Background: an optimization exercise with open tools, aiming at small area. Do not read the settings as production practice. Function was checked by simulation only, so behaviour that the tests miss may differ from the original.

==> flow/design.v, too long to show whole: its modules and the start of the top module <==
// module mac_unit: 690 lines
// module mac_fa: 7 lines
// module mac_xnor: 6 lines
// module mac_or: 6 lines
// module mac_ao: 6 lines
// module matmul_top: 135 lines
module matmul_top #(
  parameter int DATA_W = 32,
  parameter int ADDR_W = 12
) (
  input  logic              clk,
  input  logic              reset_n,
  input  logic              dut_valid,
  output logic              dut_ready,
  output logic [ADDR_W-1:0] input_read_address,
  input  logic [DATA_W-1:0] input_read_data,
  output logic [ADDR_W-1:0] weight_read_address,
  input  logic [DATA_W-1:0] weight_read_data,
  output logic              result_write_enable,
  output logic [ADDR_W-1:0] result_write_address,
  output logic [DATA_W-1:0] result_write_data
);
  // ...
==> flow/run.sh <==
#!/bin/bash
# synth_recipe.tcl (not shown) runs the flow's synth.tcl, then flattens the netlist and writes it again
# the make line also repeats each setting of config.mk as NAME=value (left out here)
make -C /OpenROAD-flow-scripts/flow DESIGN_CONFIG=/design/flow/config.mk WORK_HOME=/design/flow/orfs CLKGATE_MAP_FILE= SYNTH_SCRIPT=/design/flow/synth_recipe.tcl finish
==> flow/config.mk <==
export PLATFORM = sky130hd
export DESIGN_NAME = matmul_top
export DESIGN_NICKNAME = matmul_top
export VERILOG_FILES = /design/flow/design.v
export SDC_FILE = /design/flow/constraint.sdc
export NUM_CORES = 4
export LEC_CHECK = 0
export CAP_MARGIN = 20
export CORE_MARGIN = 2
export CORE_UTILIZATION = 40
export SLEW_MARGIN = 20
export SYNTH_HIERARCHICAL = 1
export SYNTH_MINIMUM_KEEP_SIZE = 0
==> flow/constraint.sdc <==
create_clock -name core_clock -period 10.0 [get_ports {clk}]
set_input_delay 2.0000 -clock core_clock [delete_from_list [all_inputs] [get_ports {clk}]]
set_output_delay 2.0000 -clock core_clock [all_outputs]
set_load 0.01 [all_outputs]
==> results.sh, run 1 <==
export IMPL_wl_met2_mm=15.1
export IMPL_placedInstanceArea_um2=13400
export IMPL_maxUsedRoutingLayer="met4"
export IMPL_clock_area_frac=0.0430
export IMPL_rsz0062_at_grt="no"
export IMPL_path_max_fanout=8
export IMPL_top_register="acc_n"
export IMPL_cp_arrival_ns=9.91
export IMPL_setup_violations_final=0
export IMPL_ios=137
export IMPL_status="complete, no violations"
export IMPL_pre_cts_ws_ns=-0.292
export IMPL_holdPathStages=2
export IMPL_drtIter0Drc=516
export IMPL_syn2layout_area_growth_pct=22.0
export IMPL_crit_path_start="weight_read_data[31]"
export IMPL_worst_ep_required_time_ns=10.33
export IMPL_path_depth=24
export IMPL_cts_resized=0
export IMPL_timing_fmax_mhz=104
export IMPL_cts_root_buf="clkbuf_16"
export IMPL_critPathLaunchType="input pin"
export IMPL_vias_per_cell=5.31
export IMPL_gp_congestion=0.854
export IMPL_cts_htree_levels=4
export IMPL_num_vias=8671
export IMPL_hold_violations=0
export IMPL_post_cts_setup_buffers=0
export IMPL_hp_start="cq_n[0]$_DFF_P_"
export IMPL_ys_warn_count=7
export IMPL_fillers=2707
export IMPL_path_buf_inv=2
export IMPL_placed_cells=1601
export IMPL_signal_buffer_area_fraction=0.125
export IMPL_layout_common_cells="170 x xnor2_1, 136 x clkdlybuf4s50_1, 116 x a22o_1"
export IMPL_final_cells=1633
export IMPL_slew_headroom=0.379
export IMPL_cts_sinks=125
export IMPL_wl_mm=31.3
export IMPL_cp_common_cell="fa_1"
export IMPL_seq_cell_count=125
==> inputs of run 2 (changes only) <==
--- a/flow/config.mk
+++ b/flow/config.mk
@@ -7,7 +7,8 @@
 export LEC_CHECK = 0
 export CAP_MARGIN = 20
 export CORE_MARGIN = 2
-export CORE_UTILIZATION = 40
+export CORE_UTILIZATION = 65
+export CTS_BUF_LIST = sky130_fd_sc_hd__clkbuf_4 sky130_fd_sc_hd__clkbuf_8
 export SLEW_MARGIN = 20
 export SYNTH_HIERARCHICAL = 1
 export SYNTH_MINIMUM_KEEP_SIZE = 0
==> run 2 against run 1 <==
Against the previous run: still clean on timing, DRC and antenna; synthesized area unchanged; first-iteration DRC count is 53% higher; synthesized cell count is the same; via count rose by 4.2%.
==> results.sh, run 2 <==
export IMPL_cp_cell_sequence="clkdlybuf4s50_1 -> mux4_2 -> buf_4 -> inv_1 -> nor2_1 -> xnor2_1 -> fa_1 -> fa_1 -> fa_1 -> or2_1 -> or2_2 -> fa_1 -> fa_1 -> fa_1 -> fa_1 -> fa_1 -> fa_1 -> fa_1 -> fa_1 -> xnor2_2 -> xnor3_1 -> xnor2_1"
export IMPL_ctsHoldBuffers=0
export IMPL_grt_max_degree=53
export IMPL_track_usage=0.337
export IMPL_clkLatencyLatePin_ns=0.46
export IMPL_dr_pass1_iters=5
export IMPL_layout_nets=1431
export IMPL_layout_common_cells="171 x xnor2_1, 136 x clkdlybuf4s50_1, 116 x a22o_1"
export IMPL_path_class="input pin to flip-flop"
export IMPL_die_h_um=137
export IMPL_drv_slew=0
export IMPL_dp_hpwl_mm=23.3
export IMPL_overflow=0
export IMPL_min_period_over_period=0.967
export IMPL_hold_ws_ns=0.508
export IMPL_post_drt_wl_per_cell_um=20.6
export IMPL_start_util=0.665
export IMPL_fillers=1208
export IMPL_cts_resized=0
export IMPL_cts_root_buf="clkbuf_8"
export IMPL_finClkSkew_ns=0.0206
export IMPL_max_stage_delay_ns=0.65
export IMPL_final_common_cell="xnor2_1"
export IMPL_critPathSlowestCell="nor2_1"
export IMPL_core_um2=17300
export IMPL_cts_tree="done"
export IMPL_path_max_fanout=8
export IMPL_cp_common_cell="fa_1"
export IMPL_vias_per_cell=6.17
export IMPL_hold_path_class="flip-flop to flip-flop"
export IMPL_syn_area_per_cell_um2=10.6
export IMPL_setup_violations_final=0
export IMPL_clkTransAtPathRegs_ns=0.09
export IMPL_timing_fmax_mhz=103
export IMPL_syn_area_um2=11500
export IMPL_drive_gt1_frac=0.0903
export IMPL_post_cts_setup_buffers=0
export IMPL_rsz0062_at_grt="no"
export IMPL_cts_buffer_depth=2
export IMPL_top_register="acc_n"
export IMPL_grt_pass1_vias=9074
export IMPL_cts_htree_levels=4
export IMPL_die_w_um=137
export IMPL_critPathLaunchType="input pin"
export IMPL_dieArea_um2=18800
export IMPL_antenna_found_initial=0
export IMPL_wl_mm=30.1
export IMPL_drc=0
export IMPL_cp_arrival_ns=10.03
export IMPL_largest_reg_flops=32
export IMPL_syn2layout_area_growth_pct=17.4
export IMPL_ys_warn_count=7
export IMPL_rows=48
export IMPL_num_vias=9035
export IMPL_status="complete, no violations"
export IMPL_period_needed_ns=9.67
export IMPL_port_buffers=136
export IMPL_hold_violations=0
export IMPL_diodes=0
export IMPL_drtAntennaViolNets=0
export IMPL_tightest_slew_ns=1.08
export IMPL_synth_cells=1084
export IMPL_worst_ep_required_time_ns=10.35
export IMPL_gp_congestion=0.933
export IMPL_end_kind="flip-flop"
export IMPL_maxCapViolCount=0
export IMPL_slew_headroom=0.278
export IMPL_numCtsBuffers=17
export IMPL_ios=137
export IMPL_drtIter0Drc=791
export IMPL_cts_sinks=125
export IMPL_grt_first_pass_wirelength_mm=47.4
-- run 2: worst max-delay path: cells and delay by family --
family / cells / cell delay (ns)
xor+xnor: 4 / 0.83
mux: 1 / 0.31
fa+ha+maj: 11 / 5.07
simple gates: 3 / 1.16
buf+inv: 3 / 0.65
-- run 2: worst paths after layout --
path                                          start           endpoint  slack, ns  cells after the start
worst max-delay path            weight_read_data[9]  acc_n[23]$_DFF_P_       0.33                     22
worst min-delay path                cq_n[0]$_DFF_P_  acc_n[24]$_DFF_P_       0.51                      2
worst max register to register      ph[1]$_DFFE_PP_  acc_n[23]$_DFF_P_       1.27                     26
worst min register to register      cq_n[0]$_DFF_P_  acc_n[24]$_DFF_P_       0.51                      2
-- run 2: final cells by class --
cell class / count / area [um2] / area share
Inverter: 69 / 259 / 0.0192
Clock buffer: 17 / 234 / 0.0173
Multi-Input combinational cell: 837 / 7540 / 0.559
Tap cell: 225 / 282 / 0.0208
Clock inverter: 15 / 136 / 0.0101
Timing Repair Buffer: 177 / 1670 / 0.124
Sequential cell: 125 / 3380 / 0.250
-- run 2: metrics by stage --
| stage | area (um2) | worst slack, ns | util | instances | setup TNS [ns] |
|---|---|---|---|---|---|
| 6_report | 13500 | 0.327 | 0.781 | 1465 | 0 |
| 3_5_place_dp | 13100 | -0.199 | 0.759 | 1433 | -0.234 |
| 3_3_place_gp | 13100 | -0.0844 | 0.759 | 1433 | -0.0844 |
| 2_1_floorplan | 11500 | 0.184 | - | 1087 | 0 |
| 5_1_grt | 13500 | 0.0482 | 0.781 | 1465 | 0 |
| 4_1_cts | 13500 | 0.290 | 0.781 | 1465 | 0 |
-- run 2: layer usage --
metal / vias to the layer above / part of all wire / wire (um) / global-route usage
met3: 94 / 0.087 / 2610 / 0.0670
met5: - / 0 / 0 / 0
met1: 4412 / 0.38 / 11600 / 0.424
met4: 0 / 0.048 / 1440 / 0.164
li1: 4040 / - / - / -
met2: 489 / 0.48 / 14500 / 0.557
==> inputs of run 3 (changes only) <==
==> flow/flow/run.sh (new file) <==
#!/bin/bash
# The standard layout, with the port buffers made from the smallest buffer
# cell instead of the one buffer_ports picks by itself.
set -euo pipefail
export BUFFER_PORTS_ARGS="-buffer_cell sky130_fd_sc_hd__buf_1"
export REMOVE_ABC_BUFFERS=1
bash standard.sh > standard.log 2>&1
==> flow/standard.sh (new file) <==
#!/bin/bash
# synth_recipe.tcl (not shown) runs the flow's synth.tcl, then flattens the netlist and writes it again
# the make line also repeats each setting of config.mk as NAME=value (left out here)
make -C /OpenROAD-flow-scripts/flow DESIGN_CONFIG=/design/flow/config.mk WORK_HOME=/design/flow/orfs CLKGATE_MAP_FILE= SYNTH_SCRIPT=/design/flow/synth_recipe.tcl "${@:-finish}"
--- a/flow/config.mk
+++ b/flow/config.mk
@@ -7,8 +7,9 @@
 export LEC_CHECK = 0
 export CAP_MARGIN = 20
 export CORE_MARGIN = 2
-export CORE_UTILIZATION = 65
+export CORE_UTILIZATION = 70
 export CTS_BUF_LIST = sky130_fd_sc_hd__clkbuf_4 sky130_fd_sc_hd__clkbuf_8
+export GPL_TIMING_DRIVEN = 0
 export SLEW_MARGIN = 20
 export SYNTH_HIERARCHICAL = 1
 export SYNTH_MINIMUM_KEEP_SIZE = 0
removed: flow/run.sh
==> run 3 against run 2 <==
Against the previous run: non-clock buffer count down 31; clock skew down 0.0076 ns; sequential share of layout area up 2.0 points; die area down 6.9%; critical path depth up 2; sequential cell count unchanged; cell count down 2.7%; synthesized cell count unchanged; global-route usage down 0.096 points; utilization up 0.079 points; critical path type unchanged.
==> results.sh, run 3 <==
export IMPL_status="complete, no violations"
export IMPL_drive_gt1_frac=0.0736
export IMPL_cts_htree_levels=4
export IMPL_synth_cells=1084
export IMPL_maxCapViolCount=0
export IMPL_cts_buffer_depth=2
export IMPL_grt_pass1_vias=8753
export IMPL_antenna_found_initial=0
export IMPL_rows=46
export IMPL_layout_nets=1400
export IMPL_path_class="input pin to flip-flop"
export IMPL_hold_violations=0
export IMPL_worst_ep_required_time_ns=10.35
export IMPL_largest_reg_flops=32
export IMPL_final_common_cell="xnor2_1"
export IMPL_wl_mm=28.2
export IMPL_min_period_over_period=0.970
export IMPL_start_util=0.719
export IMPL_multi_input_area_um2=7590
export IMPL_cts_sinks=125
export IMPL_vias_per_cell=6.12
export IMPL_cts_tree="done"
export IMPL_drv_slew=0
export IMPL_layout_common_cells="169 x xnor2_1, 136 x buf_1, 116 x a22o_1"
export IMPL_utilization=0.782
export IMPL_grt_max_degree=33
export IMPL_finClkSkew_ns=0.0130
export IMPL_path_max_fanout=8
export IMPL_clkTransAtPathRegs_ns=0.08
export IMPL_port_buffers=136
export IMPL_ys_warn_count=7
export IMPL_numCtsBuffers=17
export IMPL_end_kind="flip-flop"
export IMPL_ctsHoldBuffers=0
export IMPL_slew_headroom=0.365
export IMPL_setup_violations_final=0
export IMPL_die_h_um=132
export IMPL_drtAntennaViolNets=0
export IMPL_period_needed_ns=9.70
export IMPL_cp_arrival_ns=10.05
export IMPL_rsz0062_at_grt="no"
export IMPL_dp_hpwl_mm=21.5
export IMPL_syn_area_per_cell_um2=10.6
export IMPL_top_register="acc_n"
export IMPL_die_w_um=132
export IMPL_track_usage=0.336
export IMPL_num_vias=8714
export IMPL_setup_tns_ns=0
export IMPL_gp_congestion=0.922
export IMPL_drtIter0Drc=639
export IMPL_clkLatencyLatePin_ns=0.46
export IMPL_syn2layout_area_growth_pct=8.71
export IMPL_overflow=0
export IMPL_post_drt_wl_per_cell_um=19.8
export IMPL_seqCellArea_um2=3380
export IMPL_cts_root_buf="clkbuf_8"
export IMPL_ios=137
export IMPL_tightest_slew_ns=0.953
export IMPL_hold_ws_ns=0.514
export IMPL_syn_area_um2=11500
export IMPL_diodes=0
export IMPL_core_um2=16000
export IMPL_grt_first_pass_wirelength_mm=45.6
export IMPL_dieArea_um2=17500
export IMPL_drc=0
export IMPL_critPathLaunchType="input pin"
export IMPL_hold_path_class="flip-flop to flip-flop"
export IMPL_fillers=1123
export IMPL_timing_fmax_mhz=103
export IMPL_dr_pass1_iters=5
[run 3: final timing paths]
kind                   startpoint                end  slack [ns]  cells past startpoint
min               cq_n[0]$_DFF_P_  acc_n[24]$_DFF_P_        0.51                      2
max          weight_read_data[25]  acc_n[23]$_DFF_P_        0.30                     24
min reg2reg       cq_n[0]$_DFF_P_  acc_n[24]$_DFF_P_        0.51                      2
max reg2reg       ph[1]$_DFFE_PP_  acc_n[23]$_DFF_P_        0.52                     25
[run 3: cell type report]
class / instances / area share
clock buffer: 17 / 0.0187
clock inverter: 15 / 0.0130
inverter: 69 / 0.0207
multi-input combinational: 837 / 0.606
sequential: 125 / 0.270
tap: 216 / 0.0216
timing repair buffer: 146 / 0.0490
[run 3: critical path, cell delays in order]
cell     delay [ns]
buf_1          0.06
mux4_2         0.59
buf_4          0.20
and3b_1        0.25
a21oi_4        0.07
nor2_2         0.26
a22o_1         0.20
xnor2_1        0.10
fa_1           0.47
fa_1           0.55
fa_1           0.45
or2_1          0.23
or2_2          0.28
fa_1           0.51
fa_1           0.54
fa_1           0.44
fa_1           0.46
fa_1           0.43
fa_1           0.45
fa_1           0.43
fa_1           0.45
xnor2_2        0.15
xnor3_1        0.34
xnor2_1        0.13
[run 3: per-stage QoR]
stage / instance area [um2] / std cells / setup slack [ns]
after floorplan: 11200 / 1031 / 0.274
after global placement: 11900 / 1383 / -0.535
after detailed placement: 12000 / 1388 / -0.580
after CTS: 12400 / 1420 / 0.0228
after global routing: 12500 / 1425 / 0.0136
final: 12500 / 1425 / 0.300
[run 3: layer usage]
layer	track usage	vias to the layer above	part of all wire
met5	0	-	0
met4	0.140	0	0.035
met3	0.0738	72	0.076
met2	0.561	377	0.49
met1	0.427	4273	0.39
li1	-	3992	-
[run 3: repair_timing]
| item | 4_1_cts | 5_1_grt |
|---|---|---|
| endpoints found under the setup margin | 1 | 1 |
| buffers inserted | 0 | 5 |
| resized for setup | 2 | 6 |
| cloned | 0 | 0 |
| pin swaps | 0 | 0 |
==> inputs of run 4 (changes only) <==
--- a/flow/config.mk
+++ b/flow/config.mk
@@ -9,6 +9,8 @@
 export CORE_MARGIN = 2
 export CORE_UTILIZATION = 70
 export CTS_BUF_LIST = sky130_fd_sc_hd__clkbuf_4 sky130_fd_sc_hd__clkbuf_8
+export CTS_CLUSTER_DIAMETER = 80
+export CTS_CLUSTER_SIZE = 40
 export GPL_TIMING_DRIVEN = 0
 export SLEW_MARGIN = 20
 export SYNTH_HIERARCHICAL = 1
==> run 4 against run 3 <==
Against the previous run: still clean on timing, DRC and antenna; non-clock buffer count unchanged; die area unchanged; cell area unchanged; clock skew unchanged; maximum frequency unchanged; synthesized area unchanged; setup slack unchanged; first-iteration DRC count unchanged; critical path type unchanged; critical endpoint unchanged; largest cell class unchanged.
==> results.sh, run 4 <==
export IMPL_path_max_fanout=8
export IMPL_cp_arrival_ns=10.05
export IMPL_hold_violations=0
export IMPL_layout_common_cells="169 x xnor2_1, 136 x buf_1, 116 x a22o_1"
export IMPL_cts_sinks=125
export IMPL_dr_pass1_iters=5
export IMPL_r2r_slack_ns=0.52
export IMPL_path_depth=24
export IMPL_wl_met2_mm=14.0
export IMPL_synth_cells=1084
export IMPL_critPathSlowestCell="mux4_2"
export IMPL_num_vias=8714
export IMPL_path_class="input pin to flip-flop"
export IMPL_layout_nets=1400
export IMPL_timing_fmax_mhz=103
export IMPL_status="complete, no violations"
export IMPL_finClkSkew_ns=0.0130
export IMPL_vias_per_cell=6.12
export IMPL_drc=0
export IMPL_min_period_over_period=0.970
export IMPL_cts_tree="done"
export IMPL_drtAntennaViolNets=0
export IMPL_rr_startpoint="ph[1]$_DFFE_PP_"
export IMPL_drv_slew=0
export IMPL_cts_htree_levels=4
export IMPL_maxCapViolCount=0
export IMPL_worst_ep_required_time_ns=10.35
export IMPL_rr_endpoint="acc_n[23]$_DFF_P_"
export IMPL_drive_gt1_frac=0.0736
export IMPL_top_register="acc_n"
export IMPL_cp_common_cell="fa_1"
export IMPL_maxUsedRoutingLayer="met4"
export IMPL_grt_max_degree=33
export IMPL_final_common_cell="xnor2_1"
export IMPL_cp_cell_sequence="buf_1 -> mux4_2 -> buf_4 -> and3b_1 -> a21oi_4 -> nor2_2 -> a22o_1 -> xnor2_1 -> fa_1 -> fa_1 -> fa_1 -> or2_1 -> or2_2 -> fa_1 -> fa_1 -> fa_1 -> fa_1 -> fa_1 -> fa_1 -> fa_1 -> fa_1 -> xnor2_2 -> xnor3_1 -> xnor2_1"
export IMPL_syn_area_um2=11500
export IMPL_start_util=0.719
export IMPL_cts_buffer_depth=2
export IMPL_die_w_um=132
export IMPL_critPathTopFamily="adder cells"
export IMPL_utilization=0.782
export IMPL_route_met3_wl_mm=2.14
export IMPL_grt_first_pass_wirelength_mm=45.6
export IMPL_rows=46
export IMPL_ys_warn_count=7
export IMPL_diodes=0
export IMPL_hold_path_class="flip-flop to flip-flop"
export IMPL_dp_hpwl_mm=21.5
export IMPL_wl_met1_mm=11.1
export IMPL_period_needed_ns=9.70
export IMPL_largest_reg_flops=32
export IMPL_syn_area_per_cell_um2=10.6
export IMPL_fillers=1123
export IMPL_port_buffers=136
export IMPL_ios=137
export IMPL_setup_violations_final=0
export IMPL_reg2reg_depth=25
export IMPL_track_usage=0.336
export IMPL_clkTransAtPathRegs_ns=0.08
export IMPL_overflow=0
export IMPL_numCtsBuffers=17
export IMPL_rsz0062_at_grt="no"
export IMPL_gp_congestion=0.922
export IMPL_grt_pass1_vias=8753
export IMPL_max_stage_delay_ns=0.59
export IMPL_dieArea_um2=17500
export IMPL_syn2layout_area_growth_pct=8.71
export IMPL_crit_path_start="weight_read_data[25]"
export IMPL_die_h_um=132
export IMPL_core_um2=16000
export IMPL_slew_headroom=0.365
export IMPL_ctsHoldBuffers=0
export IMPL_drtIter0Drc=639
export IMPL_worstSetupEndpoint="acc_n[23]$_DFF_P_"
export IMPL_post_drt_wl_per_cell_um=19.8
export IMPL_antenna_found_initial=0
export IMPL_cts_root_buf="clkbuf_8"
export IMPL_path_buf_inv=2
export IMPL_critPathLaunchType="input pin"
export IMPL_wl_mm=28.2
export IMPL_clkLatencyLatePin_ns=0.46
export IMPL_end_kind="flip-flop"
export IMPL_tightest_slew_ns=0.953
## run 4: through the flow
step	hold WS (ns)	setup WS [ns]	std cells	cell area [um2]	TNS, ns
5_1_grt	0.545	0.0136	1425	12500	0
4_1_cts	0.511	0.0228	1420	12400	0
3_3_place_gp	0.493	-0.535	1383	11900	-0.535
2_1_floorplan	0.480	0.274	1031	11200	0
6_report	0.514	0.300	1425	12500	0
3_5_place_dp	0.493	-0.580	1388	12000	-0.705
## run 4: repair_timing
item                       in CTS  in global routing
resized for setup               2                  6
setup buffers                   0                  5
setup endpoints to repair       1                  1
pin swaps                       0                  0
cloned                          0                  0
## run 4: tightest hold or removal path, cell delays in order (launching register included)
cell and delay (ns):
dfxtp_1 0.30, or2_2 0.11, xnor2_1 0.05
## run 4: cell type report
cell class,count,area (um2),area share
Multi-Input combinational cell,837,7590,0.606
Tap cell,216,270,0.0216
Clock inverter,15,163,0.0130
Inverter,69,259,0.0207
Timing Repair Buffer,146,613,0.0490
Clock buffer,17,234,0.0187
Sequential cell,125,3380,0.270
## run 4: how the worst min path moves through the flow
stage	depth (start not counted)	to	slack, ns	start
finish	2	acc_n[24]$_DFF_P_	0.51	cq_n[0]$_DFF_P_
global route	2	acc_n[24]$_DFF_P_	0.54	cq_n[0]$_DFF_P_
CTS	2	acc_n[24]$_DFF_P_	0.51	cq_n[0]$_DFF_P_
detailed placement	2	acc_n[24]$_DFF_P_	0.49	cq_n[0]$_DFF_P_
global placement	2	acc_n[24]$_DFF_P_	0.49	cq_n[0]$_DFF_P_
floorplan	2	acc_n[24]$_DFF_P_	0.48	cq_n[0]$_DFF_P_
## run 4: routing by layer
layer / GRT usage / vias to the layer above
met5: 0 / -
met4: 0.140 / 0
met3: 0.0738 / 72
met2: 0.561 / 377
met1: 0.427 / 4273
li1: - / 3992
==> inputs of run 5 (changes only) <==
==> flow/flow/run.sh (replaced) <==
#!/bin/bash
# The standard layout, with the port buffers made from the smallest buffer
# cell instead of the one buffer_ports picks by itself.
set -euo pipefail
export BUFFER_PORTS_ARGS="-buffer_cell sky130_fd_sc_hd__buf_1"
bash standard.sh > standard.log 2>&1
--- a/flow/config.mk
+++ b/flow/config.mk
@@ -7,11 +7,8 @@
 export LEC_CHECK = 0
 export CAP_MARGIN = 20
 export CORE_MARGIN = 2
-export CORE_UTILIZATION = 70
+export CORE_UTILIZATION = 65
 export CTS_BUF_LIST = sky130_fd_sc_hd__clkbuf_4 sky130_fd_sc_hd__clkbuf_8
-export CTS_CLUSTER_DIAMETER = 80
-export CTS_CLUSTER_SIZE = 40
-export GPL_TIMING_DRIVEN = 0
 export SLEW_MARGIN = 20
 export SYNTH_HIERARCHICAL = 1
 export SYNTH_MINIMUM_KEEP_SIZE = 0
==> run 5 against run 4 <==
Against the previous run: sequential cell count unchanged; still clean; synthesized cell count unchanged; non-clock buffer count up 26; synthesized area unchanged; routed wire length up 2.7%; clock-buffer cell count unchanged; sequential share of layout area down 0.32 points; register-to-register slack better by 0.56 ns; clock skew up 0.0058 ns; hold slack worse by 0.013 ns; first-iteration DRC count up 18%; utilization down 5.0 points.
==> results.sh, run 5 <==
export IMPL_status="complete, no violations"
export IMPL_wl_mm=29.0
export IMPL_utilization=0.732
export IMPL_antenna_found_initial=0
export IMPL_start_util=0.665
export IMPL_path_max_fanout=8
export IMPL_rr_startpoint="ph[0]$_DFFE_PP_"
export IMPL_hp_start="cq_n[0]$_DFF_P_"
export IMPL_dp_hpwl_mm=22.3
export IMPL_ys_warn_count=7
export IMPL_ios=137
export IMPL_port_buffers=136
export IMPL_grt_max_degree=53
export IMPL_diodes=0
export IMPL_worst_ep_required_time_ns=10.35
export IMPL_track_usage=0.326
export IMPL_setup_tns_ns=0
export IMPL_placed_cells=1428
export IMPL_layout_nets=1426
export IMPL_hold_violations=0
export IMPL_rows=48
export IMPL_drtIter0Drc=753
export IMPL_clkTransAtPathRegs_ns=0.08
export IMPL_die_w_um=137
export IMPL_grt_first_pass_wirelength_mm=45.8
export IMPL_overflow=0
export IMPL_maxCapViolCount=0
export IMPL_vias_per_cell=6.03
export IMPL_finClkSkew_ns=0.0188
export IMPL_cp_arrival_ns=9.81
export IMPL_slew_headroom=0.274
export IMPL_cts_tree="done"
export IMPL_top_register="acc_n"
export IMPL_holdPathEnd="acc_n[24]$_DFF_P_"
export IMPL_die_h_um=137
export IMPL_drive_gt1_frac=0.0834
export IMPL_seqCellArea_um2=3380
export IMPL_post_drt_wl_per_cell_um=19.9
export IMPL_largest_reg_flops=32
export IMPL_cts_root_buf="clkbuf_8"
export IMPL_syn_area_per_cell_um2=10.6
export IMPL_holdPathStages=2
export IMPL_drtAntennaViolNets=0
export IMPL_drv_slew=0
export IMPL_reg2reg_depth=25
export IMPL_min_period_over_period=0.946
export IMPL_layout_common_cells="171 x xnor2_1, 136 x buf_1, 116 x a22o_1"
export IMPL_final_area_um2=12700
export IMPL_grt_pass1_vias=8574
export IMPL_tightest_slew_ns=1.09
export IMPL_drc=0
export IMPL_critPathLaunchType="input pin"
export IMPL_timing_fmax_mhz=106
export IMPL_r2r_slack_ns=1.08
export IMPL_dieArea_um2=18800
export IMPL_path_class="input pin to flip-flop"
export IMPL_gp_congestion=0.989
export IMPL_hold_ws_ns=0.500
export IMPL_syn2layout_area_growth_pct=10.0
export IMPL_fillers=1307
export IMPL_clkLatencyLatePin_ns=0.46
export IMPL_cts_htree_levels=4
export IMPL_cts_buffer_depth=2
export IMPL_final_common_cell="xnor2_1"
export IMPL_multi_input_area_um2=7530
export IMPL_placedInstanceArea_um2=12200
export IMPL_post_cts_setup_buffers=0
export IMPL_cts_sinks=125
export IMPL_hold_path_class="flip-flop to flip-flop"
export IMPL_end_kind="flip-flop"
export IMPL_synth_cells=1084
export IMPL_setup_violations_final=0
export IMPL_numCtsBuffers=17
export IMPL_rr_endpoint="acc_n[23]$_DFF_P_"
export IMPL_num_vias=8808
export IMPL_cts_resized=0
export IMPL_ctsHoldBuffers=0
export IMPL_final_cells=1460
export IMPL_syn_area_um2=11500
export IMPL_core_um2=17300
export IMPL_dr_pass1_iters=6
export IMPL_period_needed_ns=9.46
export IMPL_rsz0062_at_grt="no"
## run 5: changes by cell type in the layout (fill, tap and decap cells not counted), sizes merged
cell | before | now
buf | 146 | 172
bufinv | 2 | 3
clkinv | 7 | 6
## run 5: critical path: stages
cell and delay [ns]:
buf_1 0.08, mux4_2 0.54, and3b_1 0.25, a21oi_1 0.06, nor2_1 0.40, a22o_1 0.22, xnor2_1 0.09, fa_1 0.48
fa_1 0.46, fa_1 0.53, or2_1 0.23, or2_2 0.28, fa_1 0.43, fa_1 0.51, fa_1 0.44, fa_1 0.47
fa_1 0.43, fa_1 0.43, fa_1 0.43, fa_1 0.44, xnor2_2 0.15, xnor3_1 0.34, xnor2_1 0.13
## run 5: worst max path at each step
stage                         start           endpoint  slack, ns  cells after the start
4_1_cts         weight_read_data[9]  acc_n[23]$_DFF_P_       0.57                     23
2_1_floorplan  weight_read_data[25]  acc_n[23]$_DFF_P_       0.18                     23
6_report        weight_read_data[9]  acc_n[23]$_DFF_P_       0.54                     23
5_1_grt         weight_read_data[7]  acc_n[23]$_DFF_P_       0.33                     24
3_5_place_dp    weight_read_data[9]  acc_n[23]$_DFF_P_       0.09                     23
3_3_place_gp    weight_read_data[7]  acc_n[23]$_DFF_P_       0.18                     24
## run 5: metrics by stage
step / setup WS [ns]
4_1_cts: 0.570
5_1_grt: 0.330
6_report: 0.541
3_3_place_gp: 0.178
2_1_floorplan: 0.184
3_5_place_dp: 0.0862
## run 5: routing by layer
metal / wire [um] / track usage / up-vias
met4: 1030 / 0.132 / 0
met3: 2130 / 0.0552 / 66
met1: 12100 / 0.445 / 4281
li1: - / - / 4032
met2: 13700 / 0.519 / 429
met5: 0 / 0 / -
## run 5: area by class of cell
cell class,count,share of cell area
inverter,69,0.0205
multi-input combinational,837,0.595
tap,225,0.0222
sequential,125,0.267
clock buffer,17,0.0185
timing repair buffer,172,0.0617
clock inverter,15,0.0147

afterwards: timing with drivers on the ports:
Ports are ideal in the flow. The routed layouts listed here were re-timed in OpenROAD.
Step 1 sets driving cells, clkbuf_16 on the clock port and buf_2 on the other inputs (assumed; they add their load-dependent delay and slew).
Step 2 moves the port delays by t, midway between the first and last clock arrival at a register: inputs arrive t later, outputs are due t later. That takes back most of the time a late clock gives input paths.
Slacks: ideal / step 1 / step 2; pairs: ideal / step 1.
run	t (ns)	setup slack, ns	worst setup path at the end	cell pins on the clock port's net
run 1	0.473	0.413 / 0.444 / -0.029	input to register	1
run 2	0.489	0.327 / 0.345 / -0.145	input to register	1
run 3	0.488	0.300 / 0.317 / -0.172	input to register	1
run 4	0.488	0.300 / 0.317 / -0.172	input to register	1
run 5	0.493	0.541 / 0.564 / 0.071	input to register	1
Met with ideal ports but missed after step 2: setup timing in run 1, run 2, run 3 and run 4.
